This is an optimization exercise on Yosys and OpenROAD, whose aim is small area, a short achievable clock period and few clock cycles per item, not a production implementation.
In this exercise RTL edits were held to simulation tests only and were not proved equivalent to the original.

Setup of oak:
## rgb_to_hsv_pixel_top
module rgb_to_hsv_pixel_top (
   input  logic        clock,
   input  logic        reset,
   input  logic        pix_valid,
   output logic        pix_ready,
   input  logic [7:0]  pix_red,
   input  logic [7:0]  pix_green,
   input  logic [7:0]  pix_blue,
   output logic        hsv_valid,
   input  logic        hsv_ready,
   output logic [14:0] hsv_hue,
   output logic [7:0]  hsv_saturation,
   output logic [7:0]  hsv_brightness,
   output logic        hsv_is_gray
);
   logic [0:0] rg_1;
   logic [0:0] rb_2;
   logic [0:0] gb_3;
   logic v1;
   logic [7:0] s1_r;
   logic [7:0] s1_g;
   logic [7:0] s1_b;
   logic [0:0] s1_rg;
   logic [0:0] s1_rb;
   logic [0:0] s1_gb;
   logic [0:0] isr_4;
   logic [0:0] isg_5;
   logic [1:0] sec_6;
   logic [7:0] mx_7;
   logic [7:0] md_8;
   logic [7:0] mn_9;
   logic [0:0] neg_10;
   logic [7:0] dl_11;
   logic [7:0] d_12;
   logic [11:0] d15_13;
   logic [7:0] hR_14;
   logic [3:0] hL_15;
   logic v2;
   logic [1:0] s2_sec;
   logic [7:0] s2_mx;
   logic [0:0] s2_neg;
   logic [7:0] s2_dl;
   logic [7:0] s2_hR;
   logic [3:0] s2_hL;
   logic [2:0] hL_16;
   logic [8:0] hT_17;
   logic [9:0] hD_18;
   logic [0:0] hge_19;
   logic [7:0] hR_20;
   logic [0:0] hQ_21;
   logic [1:0] hL_22;
   logic [8:0] hT_23;
   logic [9:0] hD_24;
   logic [0:0] hge_25;
   logic [7:0] hR_26;
   logic [1:0] hQ_27;
   logic v3;
   logic [1:0] s3_sec;
   logic [7:0] s3_mx;
   logic [0:0] s3_neg;
   logic [7:0] s3_dl;
   logic [7:0] s3_hR;
   logic [1:0] s3_hL;
   logic [1:0] s3_hQ;
   logic [0:0] hL_28;
   logic [8:0] hT_29;
   logic [9:0] hD_30;
   logic [0:0] hge_31;
   logic [7:0] hR_32;
   logic [2:0] hQ_33;
   logic [8:0] hT_34;
   logic [9:0] hD_35;
   logic [0:0] hge_36;
   logic [7:0] hR_37;
   logic [3:0] hQ_38;
   logic [0:0] sb_39;
   logic [7:0] sR_40;
   logic v4;
   logic [1:0] s4_sec;
   logic [7:0] s4_mx;
   logic [0:0] s4_neg;
   logic [7:0] s4_dl;
   logic [7:0] s4_hR;
   logic [3:0] s4_hQ;
  ...
export LEC_CHECK = 0
export ABC_CLOCK_PERIOD_IN_PS = 3500
export CAP_MARGIN = 20
export CORE_MARGIN = 2
export CORE_UTILIZATION = 40
export CTS_CLUSTER_DIAMETER = 80
export CTS_CLUSTER_SIZE = 24
export SETUP_SLACK_MARGIN = 4.5
export SLEW_MARGIN = 20
export TNS_END_PERCENT = 10
create_clock -name core_clock -period 8.5 [get_ports {clock}]
run.sh (not shown) runs the stock make flow with config.mk's settings and CLKGATE_MAP_FILE= SYNTH_SCRIPT=/design/flow/synth_recipe.tcl, a recipe that flattens the netlist after the stock synthesis.
oak finished every stage and its layout cleared the timing, design-rule and antenna checks.
Testbench counts of oak, summed over its fixed seeds: cycles 16,064, items 16,000.
#### Input delta (pine over oak)
-- flow/config.mk --
<<< oak, line 7
export LEC_CHECK = 0
export ABC_CLOCK_PERIOD_IN_PS = 3500
export CAP_MARGIN = 20
export CORE_MARGIN = 2
>>> pine, line 7
export LEC_CHECK = 0
export ABC_AREA = 1
export CAP_MARGIN = 5
export CORE_MARGIN = 2
<<< oak, line 14
export SETUP_SLACK_MARGIN = 4.5
export SLEW_MARGIN = 20
export TNS_END_PERCENT = 10
>>> pine, line 14
export SETUP_SLACK_MARGIN = 4.5
export SLEW_MARGIN = 5
export TNS_END_PERCENT = 5
==> comparison <==
Between oak and pine, insertion delay of the later-clocked pin in the worst-skew pair increased. Side by side, via count turned out higher in pine than in oak. Compared with oak, pine shows a higher worst reg-to-reg setup slack. Going from oak to pine, the wire length reported by the detailed router was found to have gone up by 2.0 mm. The critical path depth in pine sits 1 above the value recorded for oak. oak → pine: worst-margin pin slew -85 ps; multi-input gate area in the final layout -4.5%. Of oak and pine, the run reporting the lower relative area change from synthesis to final layout was pine. pine vs. oak: non-clock inverter count in the final layout rose by 80%, initial core utilization stayed essentially flat, ratio of cells with drive above 1 in the final layout fell by 9.1 points.

== run A ==
Another version of the RTL of rgb_to_hsv_pixel_top (not shown whole).
Size: about 2200 cells after synthesis, roughly 310 flip-flops, roughly 0.020 mm² of cells after synthesis.
export LEC_CHECK = 0
export ABC_AREA = 1
export CAP_MARGIN = 20
export CORE_MARGIN = 2
export CORE_UTILIZATION = 40
export CTS_CLUSTER_DIAMETER = 80
export CTS_CLUSTER_SIZE = 24
export SETUP_SLACK_MARGIN = 4.7
export SLEW_MARGIN = 20
export TNS_END_PERCENT = 10
create_clock -name core_clock -period 8.5 [get_ports {clock}]
Testbench counts of run A, summed over its fixed seeds: cycles 16,064, items 16,000.
Changes in run B relative to run A:
# run A
export LEC_CHECK = 0
export ABC_AREA = 1
export CAP_MARGIN = 20
export CORE_MARGIN = 2
export CORE_UTILIZATION = 40
export CTS_CLUSTER_DIAMETER = 80
export CTS_CLUSTER_SIZE = 24
export SETUP_SLACK_MARGIN = 4.7
export SLEW_MARGIN = 20
export TNS_END_PERCENT = 10
create_clock -name core_clock -period 8.5 [get_ports {clock}]
# run B
export LEC_CHECK = 0
export ABC_AREA = 1
export CAP_MARGIN = 20
export CORE_MARGIN = 2
export CORE_UTILIZATION = 55
export CTS_CLUSTER_DIAMETER = 80
export CTS_CLUSTER_SIZE = 24
export PLACE_DENSITY = 0.75
export SETUP_SLACK_MARGIN = 4.75
export SLEW_MARGIN = 20
export TNS_END_PERCENT = 10
create_clock -name core_clock -period 8.5 [get_ports {clock}]
Findings:
Taking run A as the reference, in run B wire length moved down. Diff run A -> run B: sequential cell area fraction in the yosys report neither gained nor lost much; wire length of the first global-routing pass lost 3.7%. Re overall fraction of global-route tracks in use: run B and run A aren't equal, and the higher value belongs to run B. On final standard cell utilization of the core: between run B and run A, it ends up lower for run A. Run B against run A; length of routed wiring on met1 is down by a few percent. Between run B and run A, the difference in clock-pin transition on the worst setup and hold timing paths is negligible.
Inputs modified between run B and run C:
# run B
export LEC_CHECK = 0
export ABC_AREA = 1
export CAP_MARGIN = 20
export CORE_MARGIN = 2
export CORE_UTILIZATION = 55
export CTS_CLUSTER_DIAMETER = 80
export CTS_CLUSTER_SIZE = 24
export PLACE_DENSITY = 0.75
export SETUP_SLACK_MARGIN = 4.75
export SLEW_MARGIN = 20
export TNS_END_PERCENT = 10
create_clock -name core_clock -period 8.5 [get_ports {clock}]
# run C
export LEC_CHECK = 0
export ABC_AREA = 1
export CAP_MARGIN = 20
export CORE_MARGIN = 2
export CORE_UTILIZATION = 40
export CTS_CLUSTER_DIAMETER = 80
export CTS_CLUSTER_SIZE = 24
export PLACE_DENSITY = 0.7
export SETUP_SLACK_MARGIN = 4.75
export SLEW_MARGIN = 20
export TNS_END_PERCENT = 10
create_clock -name core_clock -period 8.5 [get_ports {clock}]
Results
Run B → run C: overall track demand over capacity in global routing fell by 5.9 points; via count fell by 0.43%. Compared with run B, in run C post-synthesis to final-layout area growth went up. Run C against run B: length of routed wiring on met1 moved up. Final weighted congestion in routability-driven placement is higher on run B.
## Diff of input files: run D against run C
# run C
export LEC_CHECK = 0
export ABC_AREA = 1
export CAP_MARGIN = 20
export CORE_MARGIN = 2
export CORE_UTILIZATION = 40
export CTS_CLUSTER_DIAMETER = 80
export CTS_CLUSTER_SIZE = 24
export PLACE_DENSITY = 0.7
export SETUP_SLACK_MARGIN = 4.75
export SLEW_MARGIN = 20
export TNS_END_PERCENT = 10
create_clock -name core_clock -period 8.5 [get_ports {clock}]
# run D
export LEC_CHECK = 0
export ABC_AREA = 1
export CAP_MARGIN = 20
export CORE_MARGIN = 2
export CORE_UTILIZATION = 40
export CTS_CLUSTER_DIAMETER = 80
export CTS_CLUSTER_SIZE = 24
export SETUP_SLACK_MARGIN = 4.75
export SLEW_MARGIN = 20
export TNS_END_PERCENT = 10
create_clock -name core_clock -period 8.5 [get_ports {clock}]
Results
Summary — data arrival time at the worst-slack endpoint, run D relative to run C: higher, by 0.02 ns.
Across both runs, net count of the finished layout was higher for run D than for run C.
Via count on run D is ahead of run C.
[compare] base=run C new=run D: clock transition at the registers of the reported paths essentially unchanged, first-pass iteration count of the detailed router decreased 2, hold slack increased 0.0042 ns.

## what the ideal ports hide
The results above use ideal ports. As a check the final layouts listed here were re-extracted and re-timed, cells and wires unchanged.
Step 1 assumes that a clkbuf_16 drives the clock port and a buf_2 every other input.
Step 2 times the ports against the registers' clock, not the clock port: input delays grow and output delays shrink by t, the midpoint of the rising clock arrivals with the driver on.
Slacks: ideal / step 1 / step 2; pairs: ideal / step 1.
| run | shift t [ns] | slack for setup (ns) | worst setup path after step 2 | latest minus earliest clock arrival (ns) | cell pins on the clock port's net |
|---|---|---|---|---|---|
| oak | 0.593 | 4.496 / 4.464 / 4.236 | input to register | 0.022 / 0.022 | 1 |
| pine | 0.609 | 4.537 / 4.517 / 4.305 | input to register | 0.027 / 0.027 | 1 |
| run A | 0.596 | 4.636 / 4.613 / 4.178 | input to register | 0.018 / 0.018 | 1 |
| run B | 0.559 | 4.702 / 4.677 / 4.178 | input to register | 0.013 / 0.014 | 1 |
| run C | 0.559 | 4.720 / 4.696 / 4.191 | input to register | 0.023 / 0.022 | 1 |
| run D | 0.597 | 4.700 / 4.680 / 4.223 | input to register | 0.018 / 0.018 | 1 |
After both steps every run listed still meets setup and hold. For run C, which loses most, drivers alone change the setup slack by -0.024 ns; drivers and shift together by -0.529 ns.
